Source: an optimization exercise on an open RTL-to-GDS flow (aim: small area, a short achievable clock period and few clock cycles per item). Production flows keep margins and buffers that such runs may drop.
Function was checked by simulation only, so behaviour that the tests miss may differ from the original.
Power and IR drop assume default switching activity.

===== flow/run.sh =====
#!/bin/bash
# The standard layout (the standard.sh) with two changes to buffering:
# the port buffers ORFS inserts before global placement use a small plain
# buffer cell, and clock tree synthesis builds its tree from clkbuf_8 cells under
# a clkbuf_8 root, in clusters of up to 22 sinks and without dummy loads.
set -euo pipefail
export BUFFER_PORTS_ARGS="-buffer_cell sky130_fd_sc_hd__buf_1"
export CTS_ARGS="-sink_clustering_enable -repair_clock_nets -dont_use_dummy_load -sink_clustering_size 22 -sink_clustering_max_diameter 80 -buf_list sky130_fd_sc_hd__clkbuf_8 -root_buf sky130_fd_sc_hd__clkbuf_8"
bash standard.sh > standard_flow.log 2>&1

===== standard.sh =====
#!/bin/bash
# synth_recipe.tcl (not shown) runs the flow's synth.tcl, then flattens the netlist and writes it again
# the make line also repeats each setting of config.mk as NAME=value (left out here)
make -C /OpenROAD-flow-scripts/flow DESIGN_CONFIG=/design/flow/config.mk WORK_HOME=/design/flow/orfs CLKGATE_MAP_FILE= SYNTH_SCRIPT=/design/flow/synth_recipe.tcl "${@:-finish}"

===== config.mk =====
export PLATFORM = sky130hd
export DESIGN_NAME = lru_page_reference_tracker_unit
export DESIGN_NICKNAME = lru_page_reference_tracker_unit
export VERILOG_FILES = /design/flow/design.v
export SDC_FILE = /design/flow/constraint.sdc
export NUM_CORES = 4
export LEC_CHECK = 0
export CAP_MARGIN = 20
export CORE_MARGIN = 2
export CORE_UTILIZATION = 55
export PLACE_DENSITY = 0.7
export SETUP_SLACK_MARGIN = 3.4
export SLEW_MARGIN = 20
export TNS_END_PERCENT = 0

===== constraint.sdc =====
create_clock -name core_clock -period 5.5 [get_ports {clk}]
set_input_delay 1.1000 -clock core_clock [delete_from_list [all_inputs] [get_ports {clk}]]
set_output_delay 1.1000 -clock core_clock [all_outputs]
set_load 0.01 [all_outputs]

===== design.v =====
`default_nettype none
package lru_pkg;
  localparam int KEY_SPACE_DEF  = 64;
  localparam int MAX_FRAMES_DEF = 8;
  localparam int              CFG_W     = 4;
  localparam logic [CFG_W-1:0] CFG_RESET = 4'd4;
endpackage
`default_nettype wire
`default_nettype none
`default_nettype wire
`default_nettype none
module lru_ctrl #(
  parameter  int KEY_SPACE  = lru_pkg::KEY_SPACE_DEF,
  parameter  int MAX_FRAMES = lru_pkg::MAX_FRAMES_DEF,
  localparam int KW         = $clog2(KEY_SPACE),
  localparam int CW         = $clog2(MAX_FRAMES + 1)
) (
  input  wire logic                      clk,
  input  wire logic                      rst_n,
  input  wire logic                      step,
  input  wire logic [KW-1:0]             key,
  input  wire logic [$clog2(MAX_FRAMES)-1:0] limm1,
  output logic                           res_hit,
  output logic                           res_evicted,
  output logic [KW-1:0]                  res_evicted_key,
  output logic [CW-1:0]                  occupancy
);
  logic [KW-1:0]         list_r [MAX_FRAMES];
  logic [CW-1:0]         count_r;
  logic [MAX_FRAMES-1:0] vld;
  logic [MAX_FRAMES-1:0] match;
  logic [MAX_FRAMES-1:0] shift;
  logic                  hit;
  logic                  full;
  logic [KW-1:0]         tail_key;
  always_comb begin
    for (int i = 0; i < MAX_FRAMES; i++) begin
      vld[i]   = (count_r > CW'(i));
      match[i] = vld[i] && (list_r[i] == key);
    end
  end
  always_comb begin
    shift[0] = 1'b1;
    for (int i = 1; i < MAX_FRAMES; i++) begin
      shift[i] = shift[i-1] & ~match[i-1];
    end
  end
  assign hit  = |match;
  assign full = (count_r > CW'(limm1));
  always_comb begin
    tail_key = '0;
    for (int i = 0; i < MAX_FRAMES; i++) begin
      tail_key = tail_key | ({KW{count_r == CW'(i + 1)}} & list_r[i]);
    end
  end
  always_ff @(posedge clk) begin
    if (step) begin
      list_r[0] <= key;
      for (int i = 1; i < MAX_FRAMES; i++) begin
        if (shift[i]) list_r[i] <= list_r[i-1];
      end
      res_hit         <= hit;
      res_evicted     <= ~hit & full;
      res_evicted_key <= {KW{~hit & full}} & tail_key;
    end
  end
  always_ff @(posedge clk) begin
    if (!rst_n) begin
      count_r <= '0;
    end else if (step && !hit && !full) begin
      count_r <= CW'(count_r + 1'b1);
    end
  end
  assign occupancy = count_r;
endmodule
`default_nettype wire
`default_nettype none
module lru_page_reference_tracker_unit #(
  parameter  int KEY_SPACE  = lru_pkg::KEY_SPACE_DEF,
  parameter  int MAX_FRAMES = lru_pkg::MAX_FRAMES_DEF,
  localparam int KW         = $clog2(KEY_SPACE),
  localparam int CW         = $clog2(MAX_FRAMES + 1)
) (
  input  wire logic                      clk,
  input  wire logic                      rst_n,
  input  wire logic                      in_valid,
  output logic                           in_ready,
  input  wire logic [KW-1:0]             in_page_key,
  output logic                           out_valid,
  input  wire logic                      out_ready,
  output logic                           out_hit,
  output logic                           out_evicted,
  output logic [KW-1:0]                  out_evicted_key,
  output logic [CW-1:0]                  out_occupancy,
  input  wire logic                      cfg_valid,
  output logic                           cfg_ready,
  input  wire logic [lru_pkg::CFG_W-1:0] cfg_frames_in_use
);
  localparam int LW = $clog2(MAX_FRAMES);
  logic [LW-1:0] limm1_r;
  logic [LW-1:0] limm1_wr;
  logic          out_valid_r;
  logic          accept;
  logic          step;
  logic          q0_v, q1_v;
  logic [KW-1:0] q0_key, q1_key;
  always_comb begin
    if (cfg_frames_in_use == '0) begin
      limm1_wr = '0;
    end else if (cfg_frames_in_use > lru_pkg::CFG_W'(MAX_FRAMES)) begin
      limm1_wr = LW'(MAX_FRAMES - 1);
    end else begin
      limm1_wr = LW'(cfg_frames_in_use - 1'b1);
    end
  end
  assign cfg_ready = 1'b1;
  always_ff @(posedge clk) begin
    if (!rst_n) begin
      limm1_r <= LW'(lru_pkg::CFG_RESET - 1'b1);
    end else if (cfg_valid) begin
      limm1_r <= limm1_wr;
    end
  end
  assign in_ready = !q1_v;
  assign accept   = in_valid && !q1_v;
  assign step     = q0_v && (!out_valid_r || out_ready);
  always_ff @(posedge clk) begin
    if (!rst_n) begin
      q0_v <= 1'b0;
      q1_v <= 1'b0;
    end else begin
      if (!q0_v || step) begin
        q0_v <= q1_v || accept;
      end
      q1_v <= q0_v && !step && (q1_v || accept);
    end
  end
  always_ff @(posedge clk) begin
    if (!q0_v || step) begin
      q0_key <= q1_v ? q1_key : in_page_key;
    end
    if (!q1_v) begin
      q1_key <= in_page_key;
    end
  end
  lru_ctrl #(
    .KEY_SPACE  (KEY_SPACE),
    .MAX_FRAMES (MAX_FRAMES)
  ) u_ctrl (
    .clk             (clk),
    .rst_n           (rst_n),
    .step            (step),
    .key             (q0_key),
    .limm1           (limm1_r),
    .res_hit         (out_hit),
    .res_evicted     (out_evicted),
    .res_evicted_key (out_evicted_key),
    .occupancy       (out_occupancy)
  );
  always_ff @(posedge clk) begin
    if (!rst_n) begin
      out_valid_r <= 1'b0;
    end else if (step) begin
      out_valid_r <= 1'b1;
    end else if (out_ready) begin
      out_valid_r <= 1'b0;
    end
  end
  assign out_valid = out_valid_r;
endmodule
`default_nettype wire

==> flow_metrics.py, run 1 <==
metrics = {
    "run_status": {
        "outcome": "finished clean",
    },
    "pwr": {
        "power_per_cell_area_mw_per_mm2": 255,
        "vdd_ir_drop_max_v": 0.000203,
        "total_leakage_power_nw": 1.65,
    },
    "global_routing": {
        "grt_use_total_pct": 24.5,
        "gr-total-overflow": 0,
        "grt_first_pass_wirelength_um": 13600,
        "grt_antenna_before_repair": 0,
        "grt_max_degree": 26,
        "grt_pass1_vias": 2510,
    },
    "layout": {
        "layout.cells.most_common": "sky130_fd_sc_hd__edfxtp_1",
        "register_area_mm2": 0.00220,
        "layout-area-overhead-vs-synth_pct": 20.0,
        "num_antenna_cells": 0,
        "layout-drive-gt1-share_pct": 28.3,
        "final_cell_mix": "sky130_fd_sc_hd__edfxtp_1, sky130_fd_sc_hd__buf_4, sky130_fd_sc_hd__xnor2_1, sky130_fd_sc_hd__buf_1, sky130_fd_sc_hd__xor2_1",
        "final_cell_count_no_fill": 447,
        "multi_input_comb_area_mm2": 0.00165,
        "final_util_pct": 68.0,
        "finalNetCount": 392,
        "num-fill-cells": 491,
    },
    "hold_path": {
        "timing.hold.worst_path_depth": 1,
        "hold_path.startpoint": "q1_key[3]",
        "hold_path_end": "q1_key[3]",
        "hold_class": "reg -> reg",
    },
    "setup_path": {
        "worst_setup_path_startpoint": "q0_key[4]",
        "end_kind": "register",
        "regToRegSetupSlack_ns": 3.31,
        "critical_path.startpoint_type": "register",
        "crit_required_ns": 5.76,
        "timing.setup.critical_path_class": "reg -> reg",
        "cp_data_arrival_time_ns": 2.44,
        "rr_worst_depth": 9,
        "rr_startpoint": "q0_key[4]",
        "worst-path-max-fanout": 4,
        "regToRegEndpoint": "u_ctrl.count_r[0]",
    },
    "synth": {
        "synthesized_flop_and_latch_total": 78,
        "synthesis.instances": 308,
        "synth_warnings": 3,
        "synthesis.nets": 331,
        "synth_edf_count": 62,
        "yosysSeqAreaShare_pct": 57.0,
        "async_flop_share_pct": 0,
        "synth.lib_cells_used.distinct": 53,
        "avg_synthesized_cell_area_um2": 12.4,
        "synth_area_mm2": 0.00383,
        "synth_flop_cell": "sky130_fd_sc_hd__edfxtp_1",
    },
    "floorplan": {
        "die_height_um": 87.4,
        "initial_utilization_pct": 56.7,
        "die-area_mm2": 0.00764,
        "die_wd_um": 87.4,
        "ioPinCount": 30,
        "core_region_area_mm2": 0.00676,
        "num_rows": 30,
    },
    "detailed_routing": {
        "drc": 0,
        "number_of_nets_with_antenna_violations_after_routing": 0,
        "first_iter_violations": 384,
        "drt_pre_antenna_iters": 8,
        "vias": 2699,
        "routed_via_density": 6.04,
        "routedWlPerCell_um": 20.5,
        "routed_wl_um": 9170,
    },
    "clock_tree": {
        "cts_tree": "built",
        "cts-root-buf": "sky130_fd_sc_hd__clkbuf_8",
        "worstSkewPairLatency_ns": 0.36,
        "clock_tree.htree_level_count": 3,
        "ctsLongestPathBuffers": 2,
        "worst_setup_hold_path_clk_slew_ns": 0.09,
        "tritoncts_num_sinks": 78,
        "tritoncts.num_buffers": 9,
    },
    "placement": {
        "dpl_worst_slack_ns": 2.71,
        "port-buffer-count": 28,
        "replace_congestion": 0.958,
        "numPlacedInstances": 399,
        "dp_hpwl_um": 5890,
    },
    "sta": {
        "clock_skew_ns": 0.0296,
        "report.final.hold_viol_count": 0,
        "setup_viol": 0,
        "grt_setup_unrepaired": "yes",
        "period_needed_ns": 2.19,
        "rel_slew_slack_pct": 50.5,
        "actual_transition_at_the_worst_max_transition_pin_ns": 0.739,
        "totalNegativeSetupSlack_ns": 0,
        "max_clock_freq_ghz": 0.457,
        "final_critical_path_share_of_the_clock_period_pct": 39.8,
        "timing.hold.ws_ns": 0.475,
        "final-max-slew-violation-count": 0,
        "final_critical_path_setup_slack_ns": 3.31,
    },
    "run": {
        "max-cap-violations": 0,
    },
}
[worst max-delay path, stage by stage (launching register included)]
cell and delay [ns]:
sky130_fd_sc_hd__edfxtp_1 0.51, sky130_fd_sc_hd__buf_6 0.18, sky130_fd_sc_hd__xnor2_1 0.11, sky130_fd_sc_hd__nand4_1 0.17, sky130_fd_sc_hd__nor4_4 0.06, sky130_fd_sc_hd__a41oi_2 0.30
sky130_fd_sc_hd__nand3_2 0.18, sky130_fd_sc_hd__buf_4 0.20, sky130_fd_sc_hd__nor2_2 0.17, sky130_fd_sc_hd__mux2i_1 0.19
[metrics by stage]
stage / instance area, um^2 / power [mW]
after floorplan: 3870 / 0.790
after CTS: 4410 / 1.16
final: 4600 / 1.17
after detailed placement: 3960 / 0.819
after global placement: 3960 / 0.816
after global routing: 4600 / 1.22
[sequential cells by signal, indices dropped and copies added, names as in the netlist]
signal and cells:
q0_v 1, u_ctrl.res_evicted_key 6, q0_key 6, u_ctrl.res_evicted 1, q1_key 6, u_ctrl.count_r 4
out_valid_r 1, q1_v 1, limm1_r 3, u_ctrl.list_r 48, u_ctrl.res_hit 1
[cell type report]
cell class,instances,area share (%)
clock buffer,9,2.70
inverter,16,1.39
multi-input combinational,196,35.8
sequential,78,47.8
tap,80,2.18
timing repair buffer,68,10.1
[Yosys cell counts, types with 7 or more instances]
cell / count / share of area [%]
sky130_fd_sc_hd__a21oi_1: 16 / 2.1
sky130_fd_sc_hd__buf_6: 7 / 2.1
sky130_fd_sc_hd__dfxtp_1: 16 / 8.4
sky130_fd_sc_hd__edfxtp_1: 62 / 49
sky130_fd_sc_hd__ha_1: 8 / 2.6
sky130_fd_sc_hd__inv_1: 15 / 1.5
sky130_fd_sc_hd__mux2_2: 10 / 2.9
sky130_fd_sc_hd__nand2_1: 14 / 1.4
sky130_fd_sc_hd__nor2_1: 21 / 2.1
sky130_fd_sc_hd__xnor2_1: 29 / 6.6
sky130_fd_sc_hd__xor2_1: 19 / 4.3
[power by group]
group	internal, mW	switching, mW	total [mW]
sequential	0.666	0.0265	0.693
clock	0.146	0.176	0.322
combinational	0.0750	0.0845	0.160
total	0.887	0.287	1.17
[kinds of logic after synthesis]
logic type | Yosys count | synth area share (%)
flops | 78 | 57.0
simple gates | 70 | 9.67
other cells | 1 | 0.0979
buf+inv | 34 | 5.00
xor+xnor | 48 | 11.0
fa+ha+maj | 8 | 2.61
compound gates | 55 | 10.7
mux | 14 | 3.99
[timing repair]
action                                  in CTS  in global routing
gates resized for setup                     25                 22
endpoints found under the setup margin      59                 55
buffers inserted                            27                 12
hold endpoints to repair                     0                  0
hold buffers                                 0                  0
pin swaps                                    4                 15
[metal layers]
layer | share of wire (%) | track usage, % | vias to the layer above
met5 | 0 | 0 | -
met4 | 4.8 | 11.6 | 0
met3 | 7.2 | 4.55 | 38
met2 | 48 | 39.2 | 140
met1 | 40 | 32.2 | 1289
li1 | - | - | 1232
[how the worst max path moves through the flow]
stage,endpoint,slack (ns),cells past startpoint
after detailed placement,u_ctrl.list_r[7][5],2.71,6
after global placement,u_ctrl.res_evicted_key[5],2.69,6
after global routing,u_ctrl.res_evicted_key[1],3.27,8
final,u_ctrl.count_r[0],3.31,9
after floorplan,u_ctrl.list_r[7][0],3.09,5
after CTS,u_ctrl.list_r[7][4],3.31,9
Testbench counts, summed over its fixed seeds: cycles 16,576, items 16,384.
==> inputs of run 2 (changes only) <==
--- a/design.v
+++ b/design.v
@@ -18,6 +18,6 @@
   input  wire logic                      clk,
   input  wire logic                      rst_n,
-  input  wire logic                      step,
-  input  wire logic [KW-1:0]             key,
+  input  wire logic                      accept,
+  input  wire logic [KW-1:0]             in_key,
   input  wire logic [$clog2(MAX_FRAMES)-1:0] limm1,
   output logic                           res_hit,
@@ -37,5 +37,5 @@
     for (int i = 0; i < MAX_FRAMES; i++) begin
       vld[i]   = (count_r > CW'(i));
-      match[i] = vld[i] && (list_r[i] == key);
+      match[i] = vld[i] && (list_r[i] == in_key);
     end
   end
@@ -55,6 +55,6 @@
   end
   always_ff @(posedge clk) begin
-    if (step) begin
-      list_r[0] <= key;
+    if (accept) begin
+      list_r[0] <= in_key;
       for (int i = 1; i < MAX_FRAMES; i++) begin
         if (shift[i]) list_r[i] <= list_r[i-1];
@@ -68,5 +68,5 @@
     if (!rst_n) begin
       count_r <= '0;
-    end else if (step && !hit && !full) begin
+    end else if (accept && !hit && !full) begin
       count_r <= CW'(count_r + 1'b1);
     end
@@ -102,7 +102,4 @@
   logic          out_valid_r;
   logic          accept;
-  logic          step;
-  logic          q0_v, q1_v;
-  logic [KW-1:0] q0_key, q1_key;
   always_comb begin
     if (cfg_frames_in_use == '0) begin
@@ -122,26 +119,6 @@
     end
   end
-  assign in_ready = !q1_v;
-  assign accept   = in_valid && !q1_v;
-  assign step     = q0_v && (!out_valid_r || out_ready);
-  always_ff @(posedge clk) begin
-    if (!rst_n) begin
-      q0_v <= 1'b0;
-      q1_v <= 1'b0;
-    end else begin
-      if (!q0_v || step) begin
-        q0_v <= q1_v || accept;
-      end
-      q1_v <= q0_v && !step && (q1_v || accept);
-    end
-  end
-  always_ff @(posedge clk) begin
-    if (!q0_v || step) begin
-      q0_key <= q1_v ? q1_key : in_page_key;
-    end
-    if (!q1_v) begin
-      q1_key <= in_page_key;
-    end
-  end
+  assign in_ready = !out_valid_r || out_ready;
+  assign accept   = in_valid && in_ready;
   lru_ctrl #(
     .KEY_SPACE  (KEY_SPACE),
@@ -150,6 +127,6 @@
     .clk             (clk),
     .rst_n           (rst_n),
-    .step            (step),
-    .key             (q0_key),
+    .accept          (accept),
+    .in_key          (in_page_key),
     .limm1           (limm1_r),
     .res_hit         (out_hit),
@@ -161,5 +138,5 @@
     if (!rst_n) begin
       out_valid_r <= 1'b0;
-    end else if (step) begin
+    end else if (accept) begin
       out_valid_r <= 1'b1;
     end else if (out_ready) begin
--- a/config.mk
+++ b/config.mk
@@ -8,7 +8,6 @@
 export CAP_MARGIN = 20
 export CORE_MARGIN = 2
-export CORE_UTILIZATION = 55
-export PLACE_DENSITY = 0.7
-export SETUP_SLACK_MARGIN = 3.4
+export CORE_UTILIZATION = 40
+export PLACE_DENSITY = 0.6
+export SETUP_SLACK_MARGIN = 3
 export SLEW_MARGIN = 20
-export TNS_END_PERCENT = 0
==> run 2 against run 1 <==
Net effect: die area is 20% higher; sequential share of layout area is 2.6 points lower; routed wire length is 12% lower; global-route usage is 5.4 points lower; hold slack better by 0.023 ns; critical path depth is 2 lower; cell count is 9.6% lower; synthesized cell count is 14% lower; setup slack worse by 0.36 ns; first-iteration DRC count is 42% lower; clock skew is 0.0034 ns lower; final area is 11% lower; critical endpoint is now u_ctrl.res_evicted_key[1].
==> flow_metrics.py, run 2 <==
metrics = {
    "run_status": {
        "outcome": "finished clean",
    },
    "clock_tree": {
        "cts_tree": "built",
        "worst_setup_hold_path_clk_slew_ns": 0.06,
        "clock_tree.htree_level_count": 3,
        "ctsLongestPathBuffers": 2,
        "worstSkewPairLatency_ns": 0.36,
        "tritoncts_num_sinks": 64,
        "tritoncts.num_buffers": 9,
        "cts-root-buf": "sky130_fd_sc_hd__clkbuf_8",
    },
    "synth": {
        "post_synth_main_area_contributors": "sky130_fd_sc_hd__edfxtp_1, sky130_fd_sc_hd__xor2_1, sky130_fd_sc_hd__xnor2_1",
        "synthesis.instances": 266,
        "synthesis.nets": 289,
        "post-synth-top-count-cell": "sky130_fd_sc_hd__edfxtp_1",
        "netlist.top_cell.by_area": "sky130_fd_sc_hd__edfxtp_1",
        "synth.lib_cells_used.distinct": 51,
        "avg_synthesized_cell_area_um2": 12.6,
        "netlist.area_leader.share_pct": 50.1,
        "synth_edf_count": 56,
        "synth_area_mm2": 0.00336,
        "async_flop_share_pct": 0,
        "yosys-top-cells-count": "sky130_fd_sc_hd__edfxtp_1, sky130_fd_sc_hd__xor2_1, sky130_fd_sc_hd__xnor2_1, sky130_fd_sc_hd__inv_1, sky130_fd_sc_hd__nand2_1",
        "synthesized_flop_and_latch_total": 64,
        "yosysSeqAreaShare_pct": 54.9,
        "synth_flop_cell": "sky130_fd_sc_hd__edfxtp_1",
        "synth_warnings": 3,
    },
    "layout": {
        "final_cell_mix": "sky130_fd_sc_hd__edfxtp_1, sky130_fd_sc_hd__xnor2_1, sky130_fd_sc_hd__buf_1, sky130_fd_sc_hd__xor2_1",
        "layout-drive-gt1-share_pct": 27.8,
        "final_design_area_no_fill_mm2": 0.00408,
        "num_antenna_cells": 0,
        "top_register": "u_ctrl.list_r",
        "finalNetCount": 324,
        "layout-area-overhead-vs-synth_pct": 21.4,
        "largest_reg_flops": 48,
        "layout.cells.most_common": "sky130_fd_sc_hd__edfxtp_1",
        "final_util_pct": 49.8,
        "final_cell_count_no_fill": 404,
        "largest_registers": "u_ctrl.list_r (48), u_ctrl.res_evicted_key (6), u_ctrl.count_r (4)",
    },
    "detailed_routing": {
        "drt_pre_antenna_iters": 4,
        "drc": 0,
        "routed_wl_um": 8050,
        "number_of_nets_with_antenna_violations_after_routing": 0,
        "routed_via_density": 5.56,
        "first_iter_violations": 224,
        "vias": 2248,
        "routedWlPerCell_um": 19.9,
    },
    "placement": {
        "dp_hpwl_um": 5850,
        "replace_congestion": 0.881,
        "dpl-instance-area_mm2": 0.00356,
        "numPlacedInstances": 384,
        "port-buffer-count": 28,
        "dpl_worst_slack_ns": 2.04,
    },
    "floorplan": {
        "core_region_area_mm2": 0.00818,
        "num_rows": 33,
        "die-area_mm2": 0.00914,
        "initial_utilization_pct": 41.1,
        "die_height_um": 95.6,
        "die_wd_um": 95.6,
        "ioPinCount": 30,
    },
    "setup_path": {
        "critical_path.startpoint_type": "input port",
        "crit_required_ns": 5.70,
        "max_stage_delay_ns": 0.60,
        "end_kind": "register",
        "timing.critical_path.max_delay_family": "simple AND/OR/NAND/NOR gates",
        "cp_data_arrival_time_ns": 2.74,
        "path_buf_inv": 1,
        "path_cells": "buf_12 -> xor2_2 -> nor4_2 -> and4_4 -> or3_4 -> or4b_4 -> a21oi_4",
        "timing.setup.critical_path_class": "in -> reg",
        "worst-path-max-fanout": 8,
        "cpMaxStageDelayCell": "sky130_fd_sc_hd__or4b_4",
    },
    "sta": {
        "clock_skew_ns": 0.0262,
        "setup_viol": 0,
        "max_clock_freq_ghz": 0.393,
        "actual_transition_at_the_worst_max_transition_pin_ns": 0.822,
        "final_critical_path_share_of_the_clock_period_pct": 46.3,
        "final-max-slew-violation-count": 0,
        "final_critical_path_setup_slack_ns": 2.95,
        "period_needed_ns": 2.55,
        "totalNegativeSetupSlack_ns": 0,
        "rel_slew_slack_pct": 44.8,
        "grt_setup_unrepaired": "yes",
        "report.final.hold_viol_count": 0,
    },
    "global_routing": {
        "grt_first_pass_wirelength_um": 12300,
        "grt_pass1_vias": 2219,
        "grt_antenna_before_repair": 0,
        "grt_use_total_pct": 19.1,
        "gr-total-overflow": 0,
        "grt_max_degree": 29,
    },
    "pwr": {
        "pwr-share-seq_pct": 55.6,
        "total_leakage_power_nw": 1.42,
        "power.internal_mw": 0.797,
        "vdd_ir_drop_max_v": 0.000162,
        "p_comb_share_pct": 17.1,
        "power_dissipated_by_switching_net_loads_mw": 0.287,
        "power_per_cell_area_mw_per_mm2": 266,
        "p_sw_share_pct": 26.5,
        "power.share.clock_pct": 27.3,
    },
    "run": {
        "max-cap-violations": 0,
    },
    "hold_path": {
        "hold_class": "reg -> reg",
    },
}
-- run 2: changes by cell type after synthesis, sizes merged, moves of 4 or more --
| cell | delta |
|---|---|
| edfxtp | -6 |
| dfxtp | -8 |
| nand2 | -4 |
| xor2 | +6 |
| a222oi | +4 |
| xnor2 | -6 |
| a21oi | -5 |
| nor2 | -11 |
-- run 2: per-stage QoR --
step           power [mW]  hold slack, ns
3_5_place_dp        0.762           0.483
4_1_cts              1.08           0.495
5_1_grt              1.13           0.508
6_report             1.08           0.497
3_3_place_gp        0.760           0.478
2_1_floorplan       0.720           0.465
-- run 2: logic make-up (layout without fill, tap and decap cells) --
| kind of cell | Yosys count | count (layout) | share of synthesized area, % |
|---|---|---|---|
| AOI/OAI and AO/OA | 50 | 50 | 11.3 |
| xor gates and xnor gates | 48 | 48 | 12.5 |
| adders and majority gates | 8 | 8 | 2.98 |
| buffers and inverters | 32 | 65 | 5.55 |
| DFF | 64 | 64 | 54.9 |
| muxes | 11 | 11 | 3.58 |
| other | 1 | 1 | 0.112 |
| and+or+nand+nor | 52 | 52 | 9.13 |
-- run 2: timing repair --
item | 4_1_cts | 5_1_grt
hold buffers | 0 | 0
resized for setup | 47 | 12
setup endpoints to repair | 49 | 28
buffers inserted | 7 | 2
cloned | 1 | 1
pin swaps | 6 | 2
-- run 2: final timing paths --
path | startpoint | cells past startpoint | slack [ns] | end
setup / recovery | in_page_key[5] | 7 | 2.95 | u_ctrl.res_evicted_key[1]
hold / removal | u_ctrl.list_r[2][1] | 0 | 0.50 | u_ctrl.list_r[3][1]
setup reg to reg | u_ctrl.count_r[1] | 8 | 2.99 | u_ctrl.res_evicted_key[1]
hold reg to reg | u_ctrl.list_r[2][1] | 0 | 0.50 | u_ctrl.list_r[3][1]
-- run 2: final cells by class --
cell class | instances | area, um^2
Tap cell | 105 | 131
Multi-Input combinational cell | 170 | 1590
Fill cell | 740 | 4100
Clock buffer | 9 | 124
Inverter | 16 | 60.1
Sequential cell | 64 | 1840
Timing Repair Buffer | 40 | 329
-- run 2: worst register-to-register path: cells and delay by family, from the launching register on --
| kind | cells | cell delay, ns |
|---|---|---|
| compound gates | 4 | 0.88 |
| fa+ha+maj | 1 | 0.25 |
| buf+inv | 1 | 0.15 |
| flops | 1 | 0.38 |
| simple gates | 2 | 0.72 |
-- run 2: power groups by stage --
stage | logic [mW] | clock network [mW] | registers, mW
after CTS | 0.179 | 0.300 | 0.601
after global placement | 0.152 | 0 | 0.608
after floorplan | 0.120 | 0 | 0.600
final | 0.185 | 0.296 | 0.603
after global routing | 0.202 | 0.320 | 0.607
after detailed placement | 0.153 | 0 | 0.609
-- run 2: routing by layer --
metal	part of all wire, %	wire [um]	global-route usage [%]
met5	0	0	0
met3	6.3	504	5.22
met1	44	3520	25.3
met4	2.3	185	8.57
met2	48	3840	29.3
Testbench counts of run 2, summed over its fixed seeds: cycles 16,512, items 16,384.
==> inputs of run 3 (changes only) <==
--- a/design.v
+++ b/design.v
@@ -35,6 +35,11 @@
   logic [KW-1:0]         tail_key;
   always_comb begin
+    vld = '0;
+    for (int n = 1; n <= MAX_FRAMES; n++) begin
+      if (count_r == CW'(n)) vld = MAX_FRAMES'((1 << n) - 1);
+    end
+  end
+  always_comb begin
     for (int i = 0; i < MAX_FRAMES; i++) begin
-      vld[i]   = (count_r > CW'(i));
       match[i] = vld[i] && (list_r[i] == in_key);
     end
@@ -47,5 +52,5 @@
   end
   assign hit  = |match;
-  assign full = (count_r > CW'(limm1));
+  assign full = vld[limm1];
   always_comb begin
     tail_key = '0;
==> run 3 against run 2 <==
Net effect: largest cell class unchanged; first-iteration DRC count rose by 34%; clock skew shrank 0.013 ns; hold slack improved by 0.015 ns; still clean on timing, DRC and antenna; critical path type unchanged.
==> flow_metrics.py, run 3 <==
metrics = {
    "run_status": {
        "outcome": "finished clean",
    },
    "placement": {
        "port-buffer-count": 28,
        "numPlacedInstances": 394,
        "dpl-instance-area_mm2": 0.00356,
        "replace_congestion": 0.898,
        "dp_hpwl_um": 6170,
    },
    "global_routing": {
        "grt_use_total_pct": 22.1,
        "grt_pass1_vias": 2446,
        "grt_first_pass_wirelength_um": 14300,
        "gr-total-overflow": 0,
        "grt_antenna_before_repair": 0,
        "grt_max_degree": 27,
    },
    "pwr": {
        "power_per_cell_area_mw_per_mm2": 254,
        "design_power_total_mw": 1.11,
        "total_leakage_power_nw": 1.57,
        "vdd_ir_drop_max_v": 0.000148,
    },
    "synth": {
        "synth_flop_cell": "sky130_fd_sc_hd__edfxtp_1",
        "post_synth_main_area_contributors": "sky130_fd_sc_hd__edfxtp_1, sky130_fd_sc_hd__xor2_1, sky130_fd_sc_hd__xnor2_1",
        "synthesis.nets": 299,
        "synth.lib_cells_used.distinct": 58,
        "netlist.area_leader.share_pct": 50.3,
        "synthesized_flop_and_latch_total": 64,
        "avg_synthesized_cell_area_um2": 12.0,
        "netlist.top_cell.by_area": "sky130_fd_sc_hd__edfxtp_1",
        "async_flop_share_pct": 0,
        "yosysSeqAreaShare_pct": 55.0,
        "synthesis.instances": 279,
        "yosys-top-cells-count": "sky130_fd_sc_hd__edfxtp_1, sky130_fd_sc_hd__xor2_1, sky130_fd_sc_hd__xnor2_1, sky130_fd_sc_hd__nand2_1, sky130_fd_sc_hd__nor2_1",
        "synth_area_mm2": 0.00335,
        "synth_edf_count": 56,
        "post-synth-top-count-cell": "sky130_fd_sc_hd__edfxtp_1",
        "synth_warnings": 3,
    },
    "setup_path": {
        "path_cells": "buf_12 -> buf_4 -> xor2_4 -> a2111oi_4 -> a311oi_2 -> nor4b_4 -> buf_4 -> and3_4 -> a21boi_1",
        "critical_path_most_common_cell": "sky130_fd_sc_hd__buf_4",
        "critical_path.startpoint_type": "input port",
        "end_kind": "register",
        "crit_required_ns": 5.58,
        "cp_data_arrival_time_ns": 2.72,
        "cpMaxStageDelayCell": "sky130_fd_sc_hd__a2111oi_4",
        "worst-path-max-fanout": 7,
        "max_stage_delay_ns": 0.41,
        "timing.setup.critical_path_class": "in -> reg",
    },
    "layout": {
        "finalNetCount": 357,
        "num_antenna_cells": 0,
        "top_register": "u_ctrl.list_r",
        "final_cell_mix": "sky130_fd_sc_hd__edfxtp_1, sky130_fd_sc_hd__buf_4, sky130_fd_sc_hd__buf_1, sky130_fd_sc_hd__xor2_1, sky130_fd_sc_hd__xnor2_1",
        "layout-area-overhead-vs-synth_pct": 31.0,
        "final_design_area_no_fill_mm2": 0.00438,
        "largest_reg_flops": 48,
        "register_area_mm2": 0.00185,
        "multi_input_comb_area_mm2": 0.00169,
        "final_cell_count_no_fill": 440,
        "largest_registers": "u_ctrl.list_r (48), u_ctrl.res_evicted_key (6), u_ctrl.count_r (4)",
        "layout.cells.most_common": "sky130_fd_sc_hd__edfxtp_1",
        "num-fill-cells": 721,
        "layout-drive-gt1-share_pct": 30.1,
    },
    "clock_tree": {
        "clock_tree.htree_level_count": 3,
        "worstSkewPairLatency_ns": 0.34,
        "worst_setup_hold_path_clk_slew_ns": 0.07,
        "cts-root-buf": "sky130_fd_sc_hd__clkbuf_8",
        "cts_tree": "built",
        "tritoncts.num_buffers": 9,
        "tritoncts_num_sinks": 64,
        "ctsLongestPathBuffers": 2,
    },
    "floorplan": {
        "die_height_um": 95.5,
        "core_region_area_mm2": 0.00818,
        "die-area_mm2": 0.00911,
        "die_wd_um": 95.5,
        "initial_utilization_pct": 40.9,
        "num_rows": 33,
        "ioPinCount": 30,
    },
    "detailed_routing": {
        "met3_length_um": 774,
        "vias": 2609,
        "drt_pre_antenna_iters": 5,
        "top_signal_layer_used": "met4",
        "wl_met1_um": 3890,
        "routed_via_density": 5.93,
        "number_of_nets_with_antenna_violations_after_routing": 0,
        "first_iter_violations": 300,
        "met2_wirelength_um": 4460,
        "routedWlPerCell_um": 21.7,
        "routed_wl_um": 9550,
        "drc": 0,
    },
    "sta": {
        "totalNegativeSetupSlack_ns": 0,
        "max_clock_freq_ghz": 0.380,
        "actual_transition_at_the_worst_max_transition_pin_ns": 0.904,
        "report.final.hold_viol_count": 0,
        "final-max-slew-violation-count": 0,
        "grt_setup_unrepaired": "yes",
        "period_needed_ns": 2.63,
        "final_critical_path_share_of_the_clock_period_pct": 47.9,
        "rel_slew_slack_pct": 39.3,
        "setup_viol": 0,
        "clock_skew_ns": 0.0128,
    },
    "run": {
        "max-cap-violations": 0,
    },
    "hold_path": {
        "hold_class": "reg -> reg",
    },
}
==> run 3: cell count changes in the layout (fill, tap and decap cells not counted), sizes merged, moves of 4 or more <==
cell / change
o22ai: +4
nand2: +5
buf: +24
a21oi: -6
o21ai: +6
inv: -4
mux2: -8
==> run 3: cells by family (layout without fill, tap and decap cells) <==
family | after synthesis | in the layout | synth area share, %
multiplexers | 2 | 2 | 0.598
adder cells (fa/ha/maj) | 5 | 5 | 1.87
other | 1 | 1 | 0.112
flip-flops | 64 | 64 | 55.0
AND/OR/NAND/NOR | 63 | 63 | 10.6
XOR/XNOR | 48 | 48 | 12.6
buffers and inverters | 29 | 85 | 4.38
AO/OA/AOI/OAI | 67 | 67 | 14.8
==> run 3: per-stage QoR <==
step | hold WS, ns | utilization (%) | setup slack (ns)
2_1_floorplan | 0.470 | - | 2.62
3_3_place_gp | 0.492 | 43.6 | 1.87
3_5_place_dp | 0.491 | 43.6 | 1.84
4_1_cts | 0.509 | 50.2 | 2.95
5_1_grt | 0.518 | 53.6 | 2.82
6_report | 0.512 | 53.6 | 2.87
==> run 3: layout make-up <==
class | instances | share of cell area [%]
sequential | 64 | 42.3
multi-input combinational | 186 | 38.7
timing repair buffer | 65 | 12.3
inverter | 11 | 0.942
tap | 105 | 3.00
clock buffer | 9 | 2.83
==> run 3: report_power, final <==
group / internal (mW) / total (mW) / leakage [nW] / switching, mW
Clock: 0.146 / 0.302 / 0.0647 / 0.156
Sequential: 0.566 / 0.604 / 0.614 / 0.0380
Combinational: 0.0994 / 0.206 / 0.894 / 0.107
==> run 3: worst paths after layout <==
kind / start / to / slack (ns) / cells past startpoint
worst min-delay path: u_ctrl.list_r[2][1] / u_ctrl.list_r[3][1] / 0.51 / 0
worst max register to register: u_ctrl.count_r[1] / u_ctrl.list_r[5][0] / 2.95 / 9
worst max-delay path: in_page_key[5] / u_ctrl.res_evicted_key[1] / 2.87 / 9
worst min register to register: u_ctrl.list_r[2][1] / u_ctrl.list_r[3][1] / 0.51 / 0
==> run 3: per-layer routing <==
metal,global-route usage (%),vias to the layer above
li1,-,1167
met1,29.8,1243
met2,33.9,163
met3,5.30,36
met4,10.0,0
met5,0,-
==> run 3: worst max-delay path: cells and delay by family <==
family          cells  cell delay [ns]
buf+inv             3             0.41
simple gates        2             0.37
xor+xnor            1             0.18
compound gates      3             0.64
==> run 3: what timing repair did <==
action	CTS	global route
pin swaps	9	13
endpoints found under the setup margin	57	42
cloned	1	1
gates resized for setup	61	23
hold buffers	0	0
buffers inserted	18	17
Testbench counts of run 3, summed over its fixed seeds: cycles 16,512, items 16,384.
==> inputs of run 4 (changes only) <==
--- a/config.mk
+++ b/config.mk
@@ -8,6 +8,6 @@
 export CAP_MARGIN = 20
 export CORE_MARGIN = 2
-export CORE_UTILIZATION = 40
-export PLACE_DENSITY = 0.6
+export CORE_UTILIZATION = 55
+export PLACE_DENSITY = 0.7
 export SETUP_SLACK_MARGIN = 3
 export SLEW_MARGIN = 20
==> run 4 against run 3 <==
Net effect: hold slack is essentially flat; first-iteration DRC count grew 66%; cell count shrank 6.8%; clock skew grew 0.0062 ns; critical path depth is the same; largest power group unchanged; highest routed layer unchanged.
==> flow_metrics.py, run 4 <==
metrics = {
    "synth": {
        "netlist.area_leader.share_pct": 50.3,
        "synth_area_mm2": 0.00335,
        "post-synth-top-count-cell": "sky130_fd_sc_hd__edfxtp_1",
        "yosysSeqAreaShare_pct": 55.0,
        "synthesis.nets": 299,
        "synthesized_flop_and_latch_total": 64,
        "async_flop_share_pct": 0,
        "netlist.top_cell.by_area": "sky130_fd_sc_hd__edfxtp_1",
        "synth_edf_count": 56,
        "yosys-top-cells-count": "sky130_fd_sc_hd__edfxtp_1, sky130_fd_sc_hd__xor2_1, sky130_fd_sc_hd__xnor2_1, sky130_fd_sc_hd__nand2_1, sky130_fd_sc_hd__nor2_1",
        "synthesis.instances": 279,
        "synth.lib_cells_used.distinct": 58,
        "synth_flop_cell": "sky130_fd_sc_hd__edfxtp_1",
        "synth_warnings": 3,
        "avg_synthesized_cell_area_um2": 12.0,
        "post_synth_main_area_contributors": "sky130_fd_sc_hd__edfxtp_1, sky130_fd_sc_hd__xor2_1, sky130_fd_sc_hd__xnor2_1",
    },
    "run_status": {
        "outcome": "finished clean",
    },
    "placement": {
        "port-buffer-count": 28,
        "numPlacedInstances": 364,
        "replace_congestion": 0.982,
        "dp_hpwl_um": 5710,
    },
    "sta": {
        "period_needed_ns": 2.60,
        "report.final.hold_viol_count": 0,
        "clock_skew_ns": 0.0190,
        "timing.hold.ws_ns": 0.512,
        "max_clock_freq_ghz": 0.384,
        "final_critical_path_share_of_the_clock_period_pct": 47.3,
        "totalNegativeSetupSlack_ns": 0,
        "rel_slew_slack_pct": 57.6,
        "final-max-slew-violation-count": 0,
        "actual_transition_at_the_worst_max_transition_pin_ns": 0.636,
        "grt_setup_unrepaired": "yes",
        "setup_viol": 0,
    },
    "global_routing": {
        "grt_pass1_vias": 2473,
        "grt_first_pass_wirelength_um": 13700,
        "grt_antenna_before_repair": 0,
        "grt_use_total_pct": 29.0,
        "grt_max_degree": 27,
        "gr-total-overflow": 0,
    },
    "setup_path": {
        "path_buf_inv": 2,
        "rr_worst_depth": 10,
        "path_cells": "buf_12 -> buf_4 -> xnor2_1 -> nand4_1 -> nor4_4 -> a41oi_1 -> nand2_1 -> or4_1 -> a21boi_1",
        "cp_data_arrival_time_ns": 2.86,
        "critical_path.startpoint_type": "input port",
        "cpMaxStageDelayCell": "sky130_fd_sc_hd__or4_1",
        "regToRegSetupSlack_ns": 2.94,
        "worst_setup_path_startpoint": "in_page_key[0]",
        "crit_path_end": "u_ctrl.count_r[2]",
        "timing.setup.critical_path_class": "in -> reg",
        "worst-path-max-fanout": 8,
        "max_stage_delay_ns": 0.44,
        "regToRegEndpoint": "u_ctrl.count_r[2]",
        "critical_path_depth": 9,
        "rr_startpoint": "u_ctrl.count_r[0]",
        "timing.critical_path.max_delay_family": "simple AND/OR/NAND/NOR gates",
        "crit_required_ns": 5.76,
        "end_kind": "register",
    },
    "clock_tree": {
        "cts-root-buf": "sky130_fd_sc_hd__clkbuf_8",
        "tritoncts.num_buffers": 9,
        "clock_tree.htree_level_count": 3,
        "ctsLongestPathBuffers": 2,
        "worstSkewPairLatency_ns": 0.35,
        "worst_setup_hold_path_clk_slew_ns": 0.08,
        "tritoncts_num_sinks": 64,
        "cts_tree": "built",
    },
    "layout": {
        "largest_reg_flops": 48,
        "layout.cells.most_common": "sky130_fd_sc_hd__edfxtp_1",
        "finalNetCount": 357,
        "largest_registers": "u_ctrl.list_r (48), u_ctrl.res_evicted_key (6), u_ctrl.count_r (4)",
        "layout-drive-gt1-share_pct": 30.4,
        "final_cell_count_no_fill": 410,
        "final_cell_mix": "sky130_fd_sc_hd__edfxtp_1, sky130_fd_sc_hd__buf_4, sky130_fd_sc_hd__buf_1, sky130_fd_sc_hd__xor2_1, sky130_fd_sc_hd__nand2_1",
        "layout-area-overhead-vs-synth_pct": 30.6,
        "top_register": "u_ctrl.list_r",
        "num_antenna_cells": 0,
    },
    "floorplan": {
        "initial_utilization_pct": 56.8,
        "die_height_um": 82.0,
        "die-area_mm2": 0.00672,
        "ioPinCount": 30,
        "num_rows": 28,
        "core_region_area_mm2": 0.00589,
        "die_wd_um": 82.0,
    },
    "pwr": {
        "power_per_cell_area_mw_per_mm2": 256,
        "total_leakage_power_nw": 1.59,
        "design_power_total_mw": 1.12,
        "vdd_ir_drop_max_v": 0.000236,
    },
    "detailed_routing": {
        "routedWlPerCell_um": 23.2,
        "first_iter_violations": 499,
        "number_of_nets_with_antenna_violations_after_routing": 0,
        "vias": 2668,
        "routed_via_density": 6.51,
        "routed_wl_um": 9490,
        "drc": 0,
        "drt_pre_antenna_iters": 6,
    },
    "run": {
        "max-cap-violations": 0,
    },
    "hold_path": {
        "hold_class": "reg -> reg",
    },
}
## run 4: changes by cell type in the layout (fill, tap and decap cells not counted), sizes merged
cell / delta
bufbuf: -1
clkbuf: +1
## run 4: how the worst min path moves through the flow
stage,from,endpoint,slack (ns),depth (start not counted)
2_1_floorplan,u_ctrl.list_r[5][0],u_ctrl.list_r[6][0],0.47,0
3_3_place_gp,u_ctrl.list_r[1][3],u_ctrl.list_r[2][3],0.49,0
3_5_place_dp,u_ctrl.list_r[2][3],u_ctrl.list_r[3][3],0.48,0
4_1_cts,u_ctrl.list_r[1][5],u_ctrl.list_r[2][5],0.49,0
5_1_grt,u_ctrl.list_r[1][5],u_ctrl.list_r[2][5],0.51,0
6_report,u_ctrl.list_r[1][5],u_ctrl.list_r[2][5],0.51,0
## run 4: kinds of logic after synthesis
kind of cell	synth area share (%)
multiplexers	0.598
XOR/XNOR	12.6
adder cells (fa/ha/maj)	1.87
AO/OA/AOI/OAI	14.8
other	0.112
AND/OR/NAND/NOR	10.6
buffers and inverters	4.38
flip-flops	55.0
## run 4: layout make-up
cell class                 instances  area (um^2)
multi-input combinational        186         1700
fill                             361         1520
inverter                          11         41.3
timing repair buffer              65          556
tap                               75         93.8
clock buffer                       9          124
sequential                        64         1860
## run 4: repair_timing
item / 4_1_cts / 5_1_grt
buffers inserted: 18 / 17
pin swaps: 12 / 11
hold buffers: 0 / 0
cloned: 0 / 2
gates resized for setup: 64 / 19
setup endpoints to repair: 56 / 41
## run 4: stage by stage
| step | utilization, % | worst slack (ns) | cell area, um^2 |
|---|---|---|---|
| after global placement | 59.9 | 1.89 | 3520 |
| after global routing | 74.2 | 2.84 | 4370 |
| after CTS | 69.3 | 2.94 | 4080 |
| final | 74.2 | 2.90 | 4370 |
| after floorplan | - | 2.62 | 3490 |
| after detailed placement | 59.9 | 1.90 | 3520 |
## run 4: report_power, final
part / internal (mW) / total [mW] / switching, mW
registers: 0.566 / 0.603 / 0.0376
logic: 0.100 / 0.212 / 0.112
clock network: 0.146 / 0.303 / 0.158
total: 0.811 / 1.12 / 0.307
## run 4: worst register-to-register path: stages, from the launching register on
cell                       delay, ns
sky130_fd_sc_hd__dfxtp_4        0.41
sky130_fd_sc_hd__inv_2          0.08
sky130_fd_sc_hd__ha_4           0.19
sky130_fd_sc_hd__buf_4          0.14
sky130_fd_sc_hd__and3b_1        0.27
sky130_fd_sc_hd__a21oi_2        0.20
sky130_fd_sc_hd__nor4_4         0.08
sky130_fd_sc_hd__a41oi_1        0.34
sky130_fd_sc_hd__nand2_1        0.20
sky130_fd_sc_hd__or4_1          0.44
sky130_fd_sc_hd__a21boi_1       0.12
## run 4: layer usage
metal | vias up | GRT usage, % | wire, um
met2 | 185 | 44.3 | 4450
li1 | 1165 | - | -
met3 | 48 | 7.36 | 840
met1 | 1270 | 39.0 | 3770
met4 | 0 | 13.5 | 435
met5 | - | 0 | 0
==> inputs of run 5 (changes only) <==
--- a/design.v
+++ b/design.v
@@ -34,12 +34,8 @@
   logic                  full;
   logic [KW-1:0]         tail_key;
-  always_comb begin
-    vld = '0;
-    for (int n = 1; n <= MAX_FRAMES; n++) begin
-      if (count_r == CW'(n)) vld = MAX_FRAMES'((1 << n) - 1);
-    end
-  end
+  logic [KW-1:0]         tail_r;
   always_comb begin
     for (int i = 0; i < MAX_FRAMES; i++) begin
+      vld[i]   = (count_r > CW'(i));
       match[i] = vld[i] && (list_r[i] == in_key);
     end
@@ -52,5 +48,5 @@
   end
   assign hit  = |match;
-  assign full = vld[limm1];
+  assign full = (count_r > CW'(limm1));
   always_comb begin
     tail_key = '0;
@@ -67,5 +63,5 @@
       res_hit         <= hit;
       res_evicted     <= ~hit & full;
-      res_evicted_key <= {KW{~hit & full}} & tail_key;
+      tail_r          <= tail_key;
     end
   end
@@ -77,5 +73,6 @@
     end
   end
-  assign occupancy = count_r;
+  assign res_evicted_key = {KW{res_evicted}} & tail_r;
+  assign occupancy       = count_r;
 endmodule
 `default_nettype wire
--- a/config.mk
+++ b/config.mk
@@ -8,6 +8,7 @@
 export CAP_MARGIN = 20
 export CORE_MARGIN = 2
-export CORE_UTILIZATION = 55
+export CORE_UTILIZATION = 50
 export PLACE_DENSITY = 0.7
 export SETUP_SLACK_MARGIN = 3
 export SLEW_MARGIN = 20
+export TNS_END_PERCENT = 0
==> run 5 against run 4 <==
Net effect: still clean on timing, DRC and antenna; final area shrank 12%; hold slack lost 0.0013 ns; via count shrank 13%; critical path depth shrank 2; synthesized area shrank 0.71%; core utilization shrank 14 points; power shrank 4.9%; combinational power shrank 23%; cell count shrank 5.6%; critical path type unchanged.
==> flow_metrics.py, run 5 <==
metrics = {
    "clock_tree": {
        "worst_setup_hold_path_clk_slew_ns": 0.05,
        "tritoncts_num_sinks": 64,
        "worstSkewPairLatency_ns": 0.34,
        "tritoncts.num_buffers": 9,
        "ctsLongestPathBuffers": 2,
        "clock_tree.htree_level_count": 3,
        "cts-root-buf": "sky130_fd_sc_hd__clkbuf_8",
        "cts_hold_buf": 0,
        "cts_tree": "built",
    },
    "synth": {
        "synthesis.instances": 277,
        "netlist.top_cell.by_area": "sky130_fd_sc_hd__edfxtp_1",
        "post_synth_xor_area_fraction_pct": 12.9,
        "synth_warnings": 3,
        "synth_flop_cell": "sky130_fd_sc_hd__edfxtp_1",
        "avg_synthesized_cell_area_um2": 12.0,
        "yosys-top-cells-count": "sky130_fd_sc_hd__edfxtp_1, sky130_fd_sc_hd__xor2_1, sky130_fd_sc_hd__xnor2_1, sky130_fd_sc_hd__inv_1, sky130_fd_sc_hd__a21oi_1",
        "netlist.area_leader.share_pct": 50.6,
        "post_synth_main_area_contributors": "sky130_fd_sc_hd__edfxtp_1, sky130_fd_sc_hd__xor2_1, sky130_fd_sc_hd__xnor2_1",
        "synth_edf_count": 56,
        "synth_area_mm2": 0.00332,
        "synthesized_flop_and_latch_total": 64,
        "synth_mux_area_share_pct": 1.54,
        "yosys.area_share.simple_pct": 12.2,
        "synth_compound_area_share_pct": 10.5,
        "yosysSeqAreaShare_pct": 55.4,
        "synthesis.nets": 301,
        "synth_fa_ha_area_share_pct": 3.39,
        "synth.lib_cells_used.distinct": 43,
        "async_flop_share_pct": 0,
        "post-synth-top-count-cell": "sky130_fd_sc_hd__edfxtp_1",
        "largest_family_of_logic_cells_by_synthesized_area": "XOR/XNOR gates",
    },
    "floorplan": {
        "die_height_um": 85.5,
        "die-area_mm2": 0.00731,
        "ioPinCount": 30,
        "num_rows": 29,
        "core_region_area_mm2": 0.00639,
        "die_wd_um": 85.5,
        "initial_utilization_pct": 52.0,
    },
    "placement": {
        "dpl_worst_slack_ns": 2.03,
        "dp_hpwl_um": 5580,
        "numPlacedInstances": 369,
        "replace_congestion": 1.04,
        "port-buffer-count": 28,
    },
    "sta": {
        "actual_transition_at_the_worst_max_transition_pin_ns": 0.758,
        "max_clock_freq_ghz": 0.396,
        "report.final.hold_viol_count": 0,
        "final_critical_path_setup_slack_ns": 2.97,
        "final-max-slew-violation-count": 0,
        "setup_viol": 0,
        "period_needed_ns": 2.53,
        "clock_skew_ns": 0.0187,
        "rel_slew_slack_pct": 49.4,
        "totalNegativeSetupSlack_ns": 0,
        "grt_setup_unrepaired": "yes",
        "final_critical_path_share_of_the_clock_period_pct": 46.0,
    },
    "layout": {
        "layout-drive-gt1-share_pct": 17.4,
        "final_cell_mix": "sky130_fd_sc_hd__edfxtp_1, sky130_fd_sc_hd__xor2_1, sky130_fd_sc_hd__xnor2_1, sky130_fd_sc_hd__buf_1, sky130_fd_sc_hd__inv_1",
        "largest_registers": "u_ctrl.list_r (48), u_ctrl.tail_r (6), u_ctrl.count_r (4)",
        "layout-area-overhead-vs-synth_pct": 15.3,
        "register_area_mm2": 0.00185,
        "top_register": "u_ctrl.list_r",
        "num-fill-cells": 529,
        "final_cell_count_no_fill": 387,
        "largest_reg_flops": 48,
        "num_antenna_cells": 0,
        "multi_input_comb_area_mm2": 0.00149,
        "layout.cells.most_common": "sky130_fd_sc_hd__edfxtp_1",
        "finalNetCount": 336,
    },
    "pwr": {
        "power_dissipated_by_switching_net_loads_mw": 0.275,
        "p_comb_share_pct": 15.4,
        "power.share.clock_pct": 26.9,
        "power_per_cell_area_mw_per_mm2": 278,
        "vdd_ir_drop_max_v": 0.000171,
        "power.internal_mw": 0.789,
        "p_sw_share_pct": 25.8,
        "total_leakage_power_nw": 1.35,
        "pwr-share-seq_pct": 57.6,
    },
    "global_routing": {
        "grt_pass1_vias": 2246,
        "grt_antenna_before_repair": 0,
        "gr-total-overflow": 0,
        "grt_first_pass_wirelength_um": 11700,
        "grt_max_degree": 27,
        "grt_use_total_pct": 21.9,
    },
    "detailed_routing": {
        "vias": 2331,
        "routedWlPerCell_um": 19.3,
        "drt_pre_antenna_iters": 6,
        "routed_wl_um": 7460,
        "number_of_nets_with_antenna_violations_after_routing": 0,
        "routed_via_density": 6.02,
        "first_iter_violations": 371,
        "drc": 0,
    },
    "hold_path": {
        "hold_class": "reg -> reg",
        "hold_path.startpoint": "u_ctrl.list_r[2][5]",
        "timing.hold.worst_path_depth": 0,
        "hold_path_end": "u_ctrl.list_r[3][5]",
    },
    "setup_path": {
        "critical_path.startpoint_type": "input port",
        "regToRegSetupSlack_ns": 3.10,
        "cp_data_arrival_time_ns": 2.58,
        "worst-path-max-fanout": 9,
        "end_kind": "register",
        "regToRegEndpoint": "u_ctrl.res_hit",
        "crit_required_ns": 5.56,
        "rr_startpoint": "u_ctrl.count_r[2]",
        "rr_worst_depth": 5,
        "timing.setup.critical_path_class": "in -> reg",
    },
    "run": {
        "max-cap-violations": 0,
    },
    "run_status": {
        "outcome": "finished clean",
    },
}
==> run 5: cell count changes after synthesis, sizes merged, moves of 4 or more <==
cell | before | now
o22ai | 5 | 0
ha | 5 | 9
a222oi | 4 | 0
nand2 | 16 | 11
a21oi | 6 | 15
nand3 | 2 | 11
and2 | 3 | 7
==> run 5: kinds of logic (layout without fill, tap and decap cells) <==
family / count (synthesis) / in the layout
DFF: 64 / 64
and+or+nand+nor: 70 / 70
muxes: 5 / 5
adders and majority gates: 9 / 9
other: 1 / 1
xor gates and xnor gates: 49 / 49
buffers and inverters: 27 / 60
AOI/OAI and AO/OA: 52 / 52
==> run 5: final cells by class <==
cell class	count	share of cell area (%)
repair buffers	37	5.69
clock buffers	9	3.24
flip-flops and latches	64	48.2
inverters	14	1.37
multi-input cells	186	39.0
well taps	77	2.52
==> run 5: timing repair <==
item | CTS | global route
setup endpoints to repair | 45 | 38
pin swaps | 2 | 4
gates resized for setup | 18 | 29
setup buffers | 4 | 5
==> run 5: critical path, stage by stage <==
cell and delay [ns]:
sky130_fd_sc_hd__clkbuf_4 0.19, sky130_fd_sc_hd__xnor2_1 0.16, sky130_fd_sc_hd__nand4_1 0.15, sky130_fd_sc_hd__nor4_4 0.07
sky130_fd_sc_hd__a21oi_2 0.20, sky130_fd_sc_hd__nand2_1 0.16, sky130_fd_sc_hd__or4_4 0.55
==> run 5: layer usage <==
metal	share of wire, %	GRT usage (%)	vias up
li1	-	-	1073
met1	40	28.3	1087
met2	47	35.9	141
met3	9.5	5.49	30
met4	3.4	8.37	0
met5	0	0	-
==> run 5: how the worst max path moves through the flow <==
stage,start,slack (ns),to,depth (start not counted)
2_1_floorplan,in_page_key[3],2.76,u_ctrl.list_r[6][0],7
3_3_place_gp,in_page_key[3],2.11,u_ctrl.list_r[7][4],7
3_5_place_dp,in_page_key[3],2.03,u_ctrl.list_r[7][0],7
4_1_cts,in_page_key[5],2.94,u_ctrl.list_r[7][0],7
5_1_grt,in_page_key[4],2.96,u_ctrl.res_evicted,8
6_report,in_page_key[4],2.97,u_ctrl.res_hit,7
==> run 5: metrics by stage <==
step | hold WS, ns | instance area [um^2] | util, % | power [mW]
final | 0.511 | 3830 | 60.0 | 1.06
after global routing | 0.514 | 3830 | 60.0 | 1.11
after CTS | 0.505 | 3670 | 57.5 | 1.05
after detailed placement | 0.493 | 3470 | 54.3 | 0.760
after global placement | 0.492 | 3470 | 54.3 | 0.759
after floorplan | 0.465 | 3400 | - | 0.718
==> run 5: power by group through the flow <==
stage / sequential, mW / clock [mW] / combinational (mW)
final: 0.613 / 0.287 / 0.164
after floorplan: 0.606 / 0 / 0.112
after global routing: 0.616 / 0.317 / 0.180
after global placement: 0.619 / 0 / 0.140
after detailed placement: 0.620 / 0 / 0.141
after CTS: 0.611 / 0.293 / 0.150
Testbench counts of run 5, summed over its fixed seeds: cycles 16,512, items 16,384.
==> inputs of run 6 (changes only) <==
--- a/config.mk
+++ b/config.mk
@@ -8,6 +8,6 @@
 export CAP_MARGIN = 20
 export CORE_MARGIN = 2
-export CORE_UTILIZATION = 50
-export PLACE_DENSITY = 0.7
+export CORE_UTILIZATION = 40
+export PLACE_DENSITY = 0.6
 export SETUP_SLACK_MARGIN = 3
 export SLEW_MARGIN = 20
==> run 6 against run 5 <==
Net effect: still clean; sequential cell count unchanged; hold slack worse by 0.0040 ns; setup slack better by 0.0062 ns; clock-buffer cell count unchanged; synthesized area unchanged; critical path depth unchanged; power up 0.19%; sequential share of layout area up 0.46 points; critical endpoint is now u_ctrl.res_evicted; highest routed layer unchanged.
==> flow_metrics.py, run 6 <==
metrics = {
    "run_status": {
        "outcome": "finished clean",
    },
    "layout": {
        "layout-drive-gt1-share_pct": 15.6,
        "top_register": "u_ctrl.list_r",
        "num-fill-cells": 735,
        "num_antenna_cells": 0,
        "final_cell_mix": "sky130_fd_sc_hd__edfxtp_1, sky130_fd_sc_hd__xor2_1, sky130_fd_sc_hd__xnor2_1, sky130_fd_sc_hd__buf_1, sky130_fd_sc_hd__inv_1",
        "largest_registers": "u_ctrl.list_r (48), u_ctrl.tail_r (6), u_ctrl.count_r (4)",
        "finalNetCount": 333,
        "largest_reg_flops": 48,
        "layout-area-overhead-vs-synth_pct": 14.4,
        "layout.cells.most_common": "sky130_fd_sc_hd__edfxtp_1",
    },
    "sta": {
        "rel_slew_slack_pct": 49.7,
        "setup_viol": 0,
        "totalNegativeSetupSlack_ns": 0,
        "final_critical_path_setup_slack_ns": 2.98,
        "actual_transition_at_the_worst_max_transition_pin_ns": 0.749,
        "period_needed_ns": 2.52,
        "clock_skew_ns": 0.0174,
        "report.final.hold_viol_count": 0,
        "max_clock_freq_ghz": 0.397,
        "final_critical_path_share_of_the_clock_period_pct": 45.8,
        "final-max-slew-violation-count": 0,
        "grt_setup_unrepaired": "yes",
    },
    "floorplan": {
        "die_height_um": 95.1,
        "initial_utilization_pct": 40.8,
        "num_rows": 33,
        "die_wd_um": 95.1,
        "core_region_area_mm2": 0.00813,
        "die-area_mm2": 0.00905,
        "ioPinCount": 30,
    },
    "global_routing": {
        "grt_pass1_vias": 2235,
        "grt_first_pass_wirelength_um": 12400,
        "gr-total-overflow": 0,
        "grt_max_degree": 27,
        "grt_use_total_pct": 19.0,
        "grt_antenna_before_repair": 0,
    },
    "hold_path": {
        "hold_class": "reg -> reg",
        "hold_path.startpoint": "u_ctrl.list_r[1][0]",
    },
    "synth": {
        "synth_flop_cell": "sky130_fd_sc_hd__edfxtp_1",
        "synthesis.nets": 301,
        "async_flop_share_pct": 0,
        "netlist.area_leader.share_pct": 50.6,
        "synth_area_mm2": 0.00332,
        "synth_fa_ha_area_share_pct": 3.39,
        "synth.lib_cells_used.distinct": 43,
        "avg_synthesized_cell_area_um2": 12.0,
        "post_synth_main_area_contributors": "sky130_fd_sc_hd__edfxtp_1, sky130_fd_sc_hd__xor2_1, sky130_fd_sc_hd__xnor2_1",
        "yosys-top-cells-count": "sky130_fd_sc_hd__edfxtp_1, sky130_fd_sc_hd__xor2_1, sky130_fd_sc_hd__xnor2_1, sky130_fd_sc_hd__inv_1, sky130_fd_sc_hd__a21oi_1",
        "netlist.top_cell.by_area": "sky130_fd_sc_hd__edfxtp_1",
        "post-synth-top-count-cell": "sky130_fd_sc_hd__edfxtp_1",
        "synthesis.instances": 277,
        "synth_mux_area_share_pct": 1.54,
        "synth_edf_count": 56,
        "yosysSeqAreaShare_pct": 55.4,
        "synth_warnings": 3,
        "post_synth_xor_area_fraction_pct": 12.9,
        "synthesized_flop_and_latch_total": 64,
        "yosys.area_share.simple_pct": 12.2,
        "synth_compound_area_share_pct": 10.5,
        "largest_family_of_logic_cells_by_synthesized_area": "XOR/XNOR gates",
    },
    "setup_path": {
        "worst_setup_path_startpoint": "in_page_key[2]",
        "cpMaxStageDelayCell": "sky130_fd_sc_hd__or4_4",
        "cp_data_arrival_time_ns": 2.70,
        "regToRegSetupSlack_ns": 3.17,
        "path_buf_inv": 1,
        "critical_path_depth": 7,
        "worst-path-max-fanout": 9,
        "crit_path_end": "u_ctrl.res_evicted",
        "max_stage_delay_ns": 0.53,
        "timing.setup.critical_path_class": "in -> reg",
        "regToRegEndpoint": "u_ctrl.res_evicted",
        "end_kind": "register",
        "crit_required_ns": 5.68,
        "rr_startpoint": "u_ctrl.count_r[0]",
        "critical_path.startpoint_type": "input port",
        "path_cells": "clkbuf_4 -> xor2_1 -> nor3_1 -> a21oi_2 -> nand2_1 -> or4_4 -> a21oi_2",
        "timing.critical_path.max_delay_family": "simple AND/OR/NAND/NOR gates",
        "rr_worst_depth": 8,
        "critical_path_most_common_cell": "sky130_fd_sc_hd__a21oi_2",
    },
    "run": {
        "max-cap-violations": 0,
    },
    "clock_tree": {
        "cts_tree": "built",
        "tritoncts.num_buffers": 9,
        "cts-root-buf": "sky130_fd_sc_hd__clkbuf_8",
        "clock_tree.htree_level_count": 3,
        "tritoncts_num_sinks": 64,
        "worst_setup_hold_path_clk_slew_ns": 0.06,
        "worstSkewPairLatency_ns": 0.35,
        "ctsLongestPathBuffers": 2,
    },
    "detailed_routing": {
        "number_of_nets_with_antenna_violations_after_routing": 0,
        "drc": 0,
        "vias": 2352,
        "drt_pre_antenna_iters": 5,
        "first_iter_violations": 292,
        "routed_via_density": 5.71,
        "routedWlPerCell_um": 19.4,
        "routed_wl_um": 8000,
    },
    "pwr": {
        "vdd_ir_drop_max_v": 0.000156,
        "power_per_cell_area_mw_per_mm2": 281,
        "total_leakage_power_nw": 1.33,
    },
    "placement": {
        "replace_congestion": 1.06,
        "port-buffer-count": 28,
        "dp_hpwl_um": 5900,
        "dpl_worst_slack_ns": 1.99,
    },
}
==> run 6: metal layers <==
layer / track usage, % / vias up / wire length, um
met3: 4.74 / 29 / 678
li1: - / 1073 / -
met5: 0 / - / 0
met2: 28.8 / 141 / 3640
met1: 25.4 / 1109 / 3360
met4: 9.54 / 0 / 330
==> run 6: final cells by class <==
type                    count  area, um^2  area share [%]
clock buffers               9         124            3.26
inverters                  14        52.6            1.38
multi-input cells         186        1460            38.5
flip-flops and latches     64        1850            48.7
repair buffers             34         180            4.74
well taps                 105         131            3.46
==> run 6: what timing repair did <==
| item | 4_1_cts | 5_1_grt |
|---|---|---|
| pin swaps | 1 | 3 |
| resized for setup | 20 | 14 |
| buffers inserted | 4 | 2 |
| endpoints found under the setup margin | 44 | 32 |
| hold buffers | 0 | 0 |
==> run 6: cell families (layout without fill, tap and decap cells) <==
logic type	count (synthesis)	in the layout
compound gates	52	52
xor+xnor	49	49
fa+ha+maj	9	9
buf+inv	27	57
flops	64	64
mux	5	5
other cells	1	1
simple gates	70	70
==> run 6: worst min path at each step <==
stage,to,slack [ns],cells after the start
after detailed placement,u_ctrl.list_r[2][0],0.50,0
after CTS,u_ctrl.list_r[3][3],0.50,0
final,u_ctrl.list_r[2][0],0.51,0
after global placement,u_ctrl.list_r[3][3],0.49,0
after global routing,u_ctrl.list_r[3][3],0.52,0
after floorplan,u_ctrl.list_r[5][4],0.47,0
==> run 6: report_power, final <==
group,internal [mW],leakage (nW),switching (mW)
Combinational,0.0674,0.648,0.0919
Sequential,0.573,0.613,0.0405
Clock,0.145,0.0647,0.148
==> run 6: stage by stage <==
stage                     power, mW  area (um^2)  std cells  hold WS (ns)  util, %
after global routing           1.11         3800        412         0.522     46.7
after detailed placement      0.764         3500        397         0.495     43.1
final                          1.07         3800        412         0.507     46.7
after global placement        0.763         3500        397         0.493     43.1
after floorplan               0.718         3400        277         0.465        -
after CTS                      1.07         3720        410         0.499     45.7

-- afterwards: timing with drivers on the ports --
Ports are ideal in the flow. The routed layouts listed here were re-timed in OpenROAD.
Step 1, drivers: a clkbuf_16 drives clk and a buf_2 each remaining input, both assumed.
Step 2 adds t to the input delays and takes it off the output delays; t is the mean of the earliest and latest rising clock arrival at the registers after step 1. Input paths then give back, and output paths get back, about the clock's delay inside the block.
Three values: no drivers, after step 1, after step 2; two values: the first two.
run | shift t [ns] | setup slack, ns | hold slack, ns | worst setup path after step 2 | latest minus earliest clock arrival (ns)
run 1 | 0.372 | 3.311 / 3.311 / 3.102 | 0.475 / 0.475 / 0.475 | input to register | 0.030 / 0.030
run 2 | 0.378 | 2.954 / 2.833 / 2.455 | 0.497 / 0.497 / 0.497 | input to register | 0.026 / 0.026
run 3 | 0.364 | 2.866 / 2.845 / 2.481 | 0.512 / 0.512 / 0.512 | input to register | 0.013 / 0.012
run 4 | 0.366 | 2.898 / 2.860 / 2.494 | 0.512 / 0.512 / 0.512 | input to register | 0.019 / 0.019
run 5 | 0.362 | 2.972 / 2.959 / 2.618 | 0.511 / 0.511 / 0.511 | input to register | 0.019 / 0.019
run 6 | 0.367 | 2.978 / 2.956 / 2.618 | 0.507 / 0.507 / 0.507 | input to register | 0.017 / 0.017
After both steps every run listed still meets setup and hold. For run 2, which loses most, drivers alone change the setup slack by -0.121 ns; drivers and shift together by -0.499 ns.
